What follows belongs to an exercise in optimizing a design on an open flow for small area and a short achievable clock period; a production flow would make more cautious choices.
Function was not checked in any run shown here: the RTL went through the layout flow alone.
No driver is modelled on the clock port, so clocking that relies on it looks cheaper here than on a real chip.
Power figures rest on the tool's default switching activity, not on a simulated workload.

## flow/design.v (module list and top-level ports; edited modules follow where they fit)
// module wm_fa: 10 lines
// module wm_ha: 9 lines
// module wallace_mult_24x24: 2425 lines
module wallace_mult_24x24 (
  input  logic        clk,
  input  logic        rst,
  input  logic        in_valid,
  input  logic [23:0] a,
  input  logic [23:0] b,
  output logic        out_valid,
  output logic [39:0] x,
  output logic [39:0] y,
  output logic [7:0]  z
);
  // ...
==> flow/flow/run.sh <==
#!/bin/bash
# Standard ORFS layout; only the port buffers use the smallest buffer cell.
set -euo pipefail
bash standard.sh "BUFFER_PORTS_ARGS=-buffer_cell sky130_fd_sc_hd__buf_1" finish > make_finish.log 2>&1
==> flow/standard.sh <==
#!/bin/bash
# synth_recipe.tcl (not shown) runs the flow's synth.tcl, then flattens the netlist and writes it again
# the make line also repeats each setting of config.mk as NAME=value (left out here)
make -C /OpenROAD-flow-scripts/flow DESIGN_CONFIG=/design/flow/config.mk WORK_HOME=/design/flow/orfs CLKGATE_MAP_FILE= SYNTH_SCRIPT=/design/flow/synth_recipe.tcl "${@:-finish}"
==> flow/config.mk <==
export PLATFORM = sky130hd
export DESIGN_NAME = wallace_mult_24x24
export DESIGN_NICKNAME = wallace_mult_24x24
export VERILOG_FILES = /design/flow/design.v
export SDC_FILE = /design/flow/constraint.sdc
export NUM_CORES = 4
export LEC_CHECK = 0
export CAP_MARGIN = 20
export CORE_MARGIN = 2
export CORE_UTILIZATION = 60
export CTS_CLUSTER_DIAMETER = 100
export CTS_CLUSTER_SIZE = 30
export SETUP_SLACK_MARGIN = 2.0
export SLEW_MARGIN = 20
export SYNTH_HIERARCHICAL = 1
export SYNTH_MINIMUM_KEEP_SIZE = 0
==> flow/constraint.sdc <==
create_clock -name core_clock -period 4.0 [get_ports {clk}]
set_input_delay 0.8000 -clock core_clock [delete_from_list [all_inputs] [get_ports {clk}]]
set_output_delay 0.8000 -clock core_clock [all_outputs]
set_load 0.01 [all_outputs]
==> key figures, run 1 <==
Outcome
  – Status: no timing/DRC/antenna violations

Drt
  – DR iter-0 viols: 1367
  – Avg WL per Cell: 23.8 um

Critical path
  – Largest stage delay on the critical path: 500 ps
  – CP required: 4430 ps
  – Worst R2R Start: two1_q[2]$_DFF_P_
  – Crit path arrival time: 2440 ps

Finish
  – Reg area: 9460 sq um
  – Post-route cell area: 23700 sq um
  – Clock buffer count: 19
  – Non-Filler Instances: 2246
  – Fraction of area in registers: 39.9%
  – Non-clk buf share: 7.71%
  – Most common cell after layout, fill and taps aside: dfxtp_1
  – Clk cell area share: 2.20%
  – Inverter count: 32

CTS
  – CTS H-tree lvls: 1
  – Clk Latency, worst-skew pair: 550 ps

Global routing
  – First-pass GRT wire length: 79.7 mm
  – Grt peak-use layer: met1
  – GR Util met2: 40.1%

STA
  – Peak Freq: 498 MHz
  – Max-slew violations: 0
  – Setup_tns: 0 ps
  – Hold_ws: 329 ps

Power
  – PD cells: 654 nW/um^2
  – Int Pwr: 10.2 mW
  – Leakage: 9.07 nW

Synth
  – Main combinational cell family by area after synthesis: adder cells
  – Synth cell count leaders: dfxtp_1 (464), xnor2_1 (303), fa_1 (262)
  – Register area share after synthesis: 41.3%

Floorplanning
  – Row cnt: 70
  – Ports: 140
  – Core area: 36800 sq um

Hold path
  – Hold crit path type: input pin to flip-flop
  – HP Start: a[18]

Flow run
  – Max-cap violations: 0
==> run 2, diff against run 1 <==
==> flow/flow/run.sh (replaced) <==
#!/bin/bash
set -euo pipefail
K="BUFFER_PORTS_ARGS=-buffer_cell sky130_fd_sc_hd__buf_1"
bash standard.sh "$K" cts > make_cts.log 2>&1
export SKEW_DB=$PWD/orfs/results/$FLOW_PLATFORM/wallace_mult_24x24/base/4_cts.odb
export SKEW_LIB=$FLOW_HOME/platforms/$FLOW_PLATFORM/lib/sky130_fd_sc_hd__tt_025C_1v80.lib
export SKEW_RC=$FLOW_HOME/platforms/$FLOW_PLATFORM/setRC.tcl
export SKEW_SDC=$PWD/orfs/results/$FLOW_PLATFORM/wallace_mult_24x24/base/4_cts.sdc
read SKEW_D2 SKEW_D3 < flow/skew.txt
export SKEW_D2 SKEW_D3
openroad -no_init -exit flow/skew.tcl > skew.log 2>&1
bash standard.sh "$K" finish > make_finish.log 2>&1
==> flow/flow/skew.tcl (new file) <==
read_db $::env(SKEW_DB)
read_liberty $::env(SKEW_LIB)
read_sdc $::env(SKEW_SDC)
source $::env(SKEW_RC)
set_propagated_clock [all_clocks]
set db [ord::get_db]
set block [ord::get_db_block]
set sizes {sky130_fd_sc_hd__clkbuf_1 sky130_fd_sc_hd__clkbuf_2 sky130_fd_sc_hd__clkbuf_4 sky130_fd_sc_hd__clkbuf_8 sky130_fd_sc_hd__clkbuf_16}
set pre_master sky130_fd_sc_hd__clkbuf_1
set k 0

proc new_buf {master_name x y in_net} {
  global db block k
  set inst [odb::dbInst_create $block [$db findMaster $master_name] "skew_buf_$k"]
  set out [odb::dbNet_create $block "skew_net_$k"]
  $out setSigType CLOCK
  incr k
  [$inst findITerm A] connect $in_net
  [$inst findITerm X] connect $out
  $inst setLocation $x $y
  $inst setPlacementStatus PLACED
  return [list $inst $out]
}

# odb instance name -> STA clock pin of every register
set clkpin [dict create]
foreach p [get_pins -hierarchical */CLK] {
  dict set clkpin [[[sta::sta_to_db_pin $p] getInst] getName] $p
}
proc ckpin {inst} { return [dict get $::clkpin [$inst getName]] }

proc mean_arrival {insts} {
  set s 0.0; set n 0
  foreach inst $insts {
    set a [get_property [ckpin $inst] arrival_max_rise]
    set s [expr {$s + $a}]; incr n
  }
  return [expr {$s / $n}]
}

# leaf nets of the tree
set leaves {}
foreach net [$block getNets] {
  if {[$net getSigType] ne "CLOCK"} continue
  foreach it [$net getITerms] {
    if {[$it isOutputSignal] && [string match clkbuf_leaf_* [[$it getInst] getName]]} { lappend leaves $net }
  }
}

set groups {}
foreach net $leaves {
  foreach rank {r2 r3} {
    set sinks {}; set sx 0; set sy 0
    foreach it [$net getITerms] {
      set inst [$it getInst]
      if {[$it isOutputSignal]} continue
      if {[string match ${rank}_* [$inst getName]] && [[$it getMTerm] getName] eq "CLK"} {
        lappend sinks $it
        set loc [$inst getLocation]
        set sx [expr {$sx + [lindex $loc 0]}]; set sy [expr {$sy + [lindex $loc 1]}]
      }
    }
    set n [llength $sinks]
    if {$n == 0} continue
    set x [expr {int($sx / $n)}]; set y [expr {int($sy / $n)}]
    # smallest last buffer that keeps the clock-pin slew well inside the limit
    set si [expr {$n <= 3 ? 1 : ($n <= 8 ? 2 : ($n <= 16 ? 3 : 4))}]
    lassign [new_buf [lindex $sizes $si] $x $y $net] last out
    set insts {}
    foreach it $sinks { set inst [$it getInst]; lappend insts $inst; $it disconnect; $it connect $out }
    lappend groups [dict create rank $rank leaf $net insts $insts last $last si $si simin $si pre {} x $x y $y]
  }
}

set ref {}
foreach inst [$block getInsts] {
  set nm [$inst getName]
  if {[dict exists $clkpin $nm] && ![string match r2_* $nm] && ![string match r3_* $nm] && ![string match a2_* $nm] && ![string match *2_q* $nm]} { lappend ref $inst }
}
puts "reference registers (ranks 1 and 4): [llength $ref]"
for {set round 0} {$round < 10} {incr round} {
  estimate_parasitics -placement
  set base [mean_arrival $ref]
  set changed 0
  set ng {}
  foreach g $groups {
    set tgt [expr {$base + ([dict get $g rank] eq "r2" ? $::env(SKEW_D2) : $::env(SKEW_D3))}]
    set a [mean_arrival [dict get $g insts]]
    set gw 0
    foreach inst [dict get $g insts] {
      set sl [get_property [ckpin $inst] slew_max]
      if {$sl > $gw} { set gw $sl }
    }
    if {$gw > 0.105 && [dict get $g si] < 4} {
      # clock-pin slew first: a stronger last buffer, and never smaller again
      set si [expr {[dict get $g si] + 1}]
      [dict get $g last] swapMaster [$db findMaster [lindex $sizes $si]]
      dict set g si $si
      dict set g simin $si
      lappend ng $g
      set changed 1
      continue
    }
    set si [dict get $g si]
    set last [dict get $g last]
    if {$a < $tgt - 0.04} {
      if {$si > [dict get $g simin]} {
        incr si -1
        $last swapMaster [$db findMaster [lindex $sizes $si]]
      } elseif {[llength [dict get $g pre]] < 3} {
        # one more small buffer in front of the last one
        set in_it [$last findITerm A]
        set in_net [$in_it getNet]
        $in_it disconnect
        lassign [new_buf $::pre_master [dict get $g x] [dict get $g y] $in_net] p pout
        $in_it connect $pout
        dict lappend g pre $p
      }
      set changed 1
    } elseif {$a > $tgt + 0.04 && $si < 4} {
      incr si
      $last swapMaster [$db findMaster [lindex $sizes $si]]
      set changed 1
    }
    dict set g si $si
    lappend ng $g
  }
  set groups $ng
  if {!$changed} break
}
estimate_parasitics -placement
set base [mean_arrival $ref]
foreach g $groups {
  puts [format "group %s %-22s sinks %2d last %s pre %d  skew %.3f" [dict get $g rank] [[dict get $g leaf] getName] [llength [dict get $g insts]] [lindex $sizes [dict get $g si]] [llength [dict get $g pre]] [expr {[mean_arrival [dict get $g insts]] - $base}]]
}
puts "ranks 1 and 4 mean clock arrival $base"
set worst 0
foreach g $groups {
  set gw 0
  foreach inst [dict get $g insts] {
    set sl [get_property [ckpin $inst] slew_max]
    if {$sl > $worst} { set worst $sl }
    if {$sl > $gw} { set gw $sl }
  }
  puts "slew [dict get $g rank] [llength [dict get $g insts]] [lindex $sizes [dict get $g si]] $gw"
}
puts "worst skewed clock-pin slew $worst"
detailed_placement
check_placement -verbose
write_db $::env(SKEW_DB)
==> flow/flow/skew.txt (new file) <==
0.12 0.20
==> run 2 against run 1 <==
Net effect:
- routed wire length fell by 0.57%
- global-route usage is 0.76 points higher
- die area unchanged
- sequential cell count unchanged
- final cell count up 0.62%
==> key figures, run 2 <==
Floorplanning
  – Ports: 140 (unchanged)
  – Width of the die: 198 um (unchanged)
  – Starting Density: 61.2% (unchanged)
  – Die area: 39100 sq um (unchanged)
  – Core area: 36800 sq um (unchanged)
  – Row cnt: 70 (unchanged)
  – Vert. Die Dim: 198 um (unchanged)

STA
  – Tcrit/Tclk final: 47.8% (was 50.2%)
  – Peak Freq: 523 MHz (was 498 MHz)
  – Final setup viols: 0 (unchanged)
  – Min cycle time layout: 1910 ps (was 2010 ps)
  – Slew headroom: 59.1%
  – Max-slew violations: 0 (unchanged)
  – Clock skew: 313 ps (was 17.0 ps)
  – Actual slew at the worst max-slew pin: 614 ps
  – Setup_tns: 0 ps (unchanged)
  – Hold_ws: 183 ps (was 329 ps)
  – RSZ-0062 raised after global routing: no (was yes)
  – Hold Vio Cnt, Final: 0 (unchanged)

Power
  – Sw power: 5.65 mW (was 5.36 mW)
  – Comb pwr share: 33.1% (was 36.3%)
  – Clock power frac: 21.2% (was 14.9%)
  – Register share of total power: 45.6% (was 48.8%)
  – IR drop worst, VDD: 0.000421 V (was 0.000398 V)
  – PD cells: 700 nW/um^2 (was 654 nW/um^2)
  – Switching Fraction: 33.8% (was 34.5%)
  – Leakage: 9.14 nW (was 9.07 nW)
  – Total power: 16.7 mW (was 15.5 mW)
  – Int Pwr: 11.1 mW (was 10.2 mW)

Finish
  – Share of layout cells above drive strength 1: 12.2% (was 13.0%)
  – Fill count: 2861 (was 2876)
  – Reg with most FFs: a1_q (unchanged)
  – Final nets: 2140 (was 2127)
  – Non-Filler Instances: 2260 (was 2246)
  – Most common cell after layout, fill and taps aside: dfxtp_1 (unchanged)
  – Area occupied by multi-input gates: 11200 sq um (about the same)
  – Commonest non-fill, non-tap cells in the layout: dfxtp_1 (417), xnor2_1 (303), fa_1 (262), a22oi_1 (256), buf_1 (137) (was dfxtp_1 (416), xnor2_1 (303), fa_1 (258), a22oi_1 (250), buf_1 (137))
  – Max reg flops: 24 (unchanged)
  – Layout area overhead: 5.96% (was 5.47%)
  – Reg area: 9450 sq um (was 9460 sq um)

CTS
  – CTS tree: built (unchanged)
  – Root buf cell: clkbuf_16 (unchanged)
  – Clock buffer count from CTS: 19 (unchanged)
  – Hold_buf cts: 0 (unchanged)
  – CTS H-tree lvls: 1 (unchanged)
  – Worst-path clk slew: 80 ps (was 110 ps)
  – Clk Latency, worst-skew pair: 810 ps (was 550 ps)
  – Maximum clock path buffer count: 3 (unchanged)
  – Clk sink count: 464 (unchanged)

Synth
  – Ys async rst share: 0% (unchanged)
  – Post-synth EDFFs: 0 (unchanged)
  – Post-Syn Area: 22500 sq um (unchanged)
  – Most area-hungry cell type in the Yosys netlist: dfxtp_1 (unchanged)
  – Area contributors post-synth: dfxtp_1 (41%), fa_1 (23%), xnor2_1 (12%), a22oi_1 (8.5%), buf_4 (4.0%) (unchanged)
  – Post-synth cell types: 25 (unchanged)
  – Register area share after synthesis: 41.3% (unchanged)
  – Synth top area share: 41.3% (unchanged)
  – Average size of a mapped cell: 13.0 sq um (unchanged)
  – Synth cell count leaders: dfxtp_1 (464), xnor2_1 (303), fa_1 (262) (unchanged)
  – Gate Count Post-Synth: 1733 (unchanged)
  – Most common cell in the netlist: dfxtp_1 (unchanged)
  – Synthesis Warnings: 7 (unchanged)
  – FF+latch count, synth: 464 (unchanged)
  – Top FF cell, synth: dfxtp_1 (unchanged)

Critical path
  – Nature of the critical path endpoint: flip-flop (unchanged)
  – CP Max Fanout: 10 (was 11)
  – Max stage delay cell, worst path: fa_1 (was dfxtp_4)
  – CP required: 4530 ps (was 4430 ps)
  – WS Path Type: flip-flop to flip-flop (unchanged)
  – Most numerous cell on the critical path: fa_1 (unchanged)
  – CP Buf/Inv Count: 1 (unchanged)
  – CP Launch Type: flip-flop (unchanged)
  – Crit-path leading delay family: adder cells (unchanged)
  – Crit path arrival time: 2440 ps (about the same)
  – Largest stage delay on the critical path: 510 ps (was 500 ps)
  – Crit-path cells: buf_4, xnor2_1, fa_1, fa_1 (was buf_6, a22oi_1, xnor2_1, fa_1, fa_1)

Global routing
  – Global route overflow: 0 (unchanged)
  – Largest net degree at the start of global routing: 30 (was 31)
  – Total global-route track usage: 28.1% (was 27.3%)
  – Number of global-route vias before repair: 13633 (was 13232)
  – Initial antenna violation count: 3 (unchanged)
  – First-pass GRT wire length: 81.9 mm (was 79.7 mm)

Outcome
  – Status: no timing/DRC/antenna violations (unchanged)

Drt
  – Post-route ant nets: 0 (unchanged)
  – DR vias: 12868 (was 12903)
  – 1st-pass router iterations: 6 (unchanged)
  – Vias per cell: 5.69 (was 5.74)
  – Wire length after detailed routing: 53.1 mm (was 53.4 mm)
  – DR iter-0 viols: 1188 (was 1367)
  – Remaining DRCs: 0 (unchanged)
  – Avg WL per Cell: 23.5 um (was 23.8 um)

Placed design
  – # port buffers: 137 (unchanged)
  – GPL Wtd Cong: 0.874 (unchanged)
  – Dpl cells: 2170 (unchanged)
  – Hpwl dp: 35.9 mm (unchanged)

Flow run
  – Max-cap violations: 0 (unchanged)

Hold path
  – Hold crit path type: flip-flop to flip-flop (was input pin to flip-flop)
-- run 2: routing by layer --
layer,track usage (%),vias up,wire [um]
met5,0,-,13
met1,42.8,6500,24600
met2,41.6,595,22900
li1,-,5676,-
met3,4.63,95,4250
met4,7.88,2,1390
-- run 2: path summary, 6_finish.rpt --
kind | start | endpoint | slack (ps) | cells after the start
worst max register to register | neg1_q[4]$_DFF_P_ | r2_c30_5$_DFF_P_ | 2090 | 4
worst min-delay path | r2_c0_1$_DFF_P_ | r3_c0_1$_DFF_P_ | 180 | 0
worst min register to register | r2_c0_1$_DFF_P_ | r3_c0_1$_DFF_P_ | 180 | 0
worst max-delay path | neg1_q[4]$_DFF_P_ | r2_c30_5$_DFF_P_ | 2090 | 4
-- run 2: final cells by class --
class / count / share of cell area [%]
Timing Repair Buffer: 236 / 5.92
Antenna cell: 2 / 0.0210
Inverter: 32 / 0.504
Clock buffer: 19 / 1.99
Tap cell: 468 / 2.45
Clock inverter: 3 / 0.199
Multi-Input combinational cell: 991 / 46.9
Sequential cell: 464 / 39.6
Buffer: 45 / 2.41
-- run 2: logic make-up (layout without fill, tap and decap cells) --
group / after synthesis / after routing / synth area share (%)
flops: 464 / 464 / 41.3
xor+xnor: 317 / 317 / 12.3
fa+ha+maj: 300 / 300 / 25.4
compound gates: 288 / 288 / 9.93
buf+inv: 279 / 335 / 9.10
simple gates: 84 / 84 / 1.96
other cells: 1 / 4 / 0.0167
-- run 2: power by group through the flow --
stage          registers, mW  clock network (mW)  logic, mW
2_1_floorplan           7.32                   0       4.36
3_3_place_gp            7.73                   0       5.45
3_5_place_dp            7.76                   0       5.58
4_1_cts                 7.63                2.38       5.72
5_1_grt                 7.83                3.82       6.51
6_report                7.63                3.55       5.54
-- run 2: stage by stage --
stage	cell area, sq um	util, %	setup slack, ps
2_1_floorplan	22500	-	2060
3_3_place_gp	22300	60.6	1470
3_5_place_dp	22300	60.6	1440
4_1_cts	23300	63.3	1980
5_1_grt	23900	64.8	2020
6_report	23900	64.9	2090
-- run 2: per-module statistics from Yosys, one instance, submodules excluded --
module	flip-flops and latches	times used	cells inside
wm_ha	0	25	1
wallace_mult_24x24	464	1	1446
wm_fa	0	262	1
-- run 2: worst register-to-register path, cell delays in order (launching register included) --
cell	delay, ps
dfxtp_1	500
buf_4	300
xnor2_1	130
fa_1	510
fa_1	480
-- run 2: timing repair --
| action | CTS | global route |
|---|---|---|
| setup endpoints to repair | 199 | 0 |
| gates resized for setup | 102 | 0 |
| buffers inserted | 21 | 0 |

afterwards: timing with drivers on the ports:
How much do the figures lean on ideal ports? The routed layouts below were timed once more, with nothing changed but the port constraints.
Step 1, drivers: a clkbuf_16 drives clk and a buf_2 each remaining input, both assumed.
Step 2, shift: input delay + t, output delay - t, t = (earliest + latest rising clock arrival at the registers) / 2. This alone moves slack from input paths to output paths.
a / b / c = ideal / step 1 / step 2; a / b = the first two.
run	shift t [ns]	setup slack, ns	hold WS [ns]	worst setup path after step 2	latest minus earliest clock arrival (ns)
run 1	0.599	1.992 / 1.992 / 1.992	0.329 / 0.296 / 0.337	register to register	0.019 / 0.019
run 2	0.717	2.088 / 2.088 / 2.088	0.183 / 0.183 / 0.183	register to register	0.332 / 0.332
In run 2 the clock reaches the registers at very different times; t lies between them, and the last value is a rough guide only.
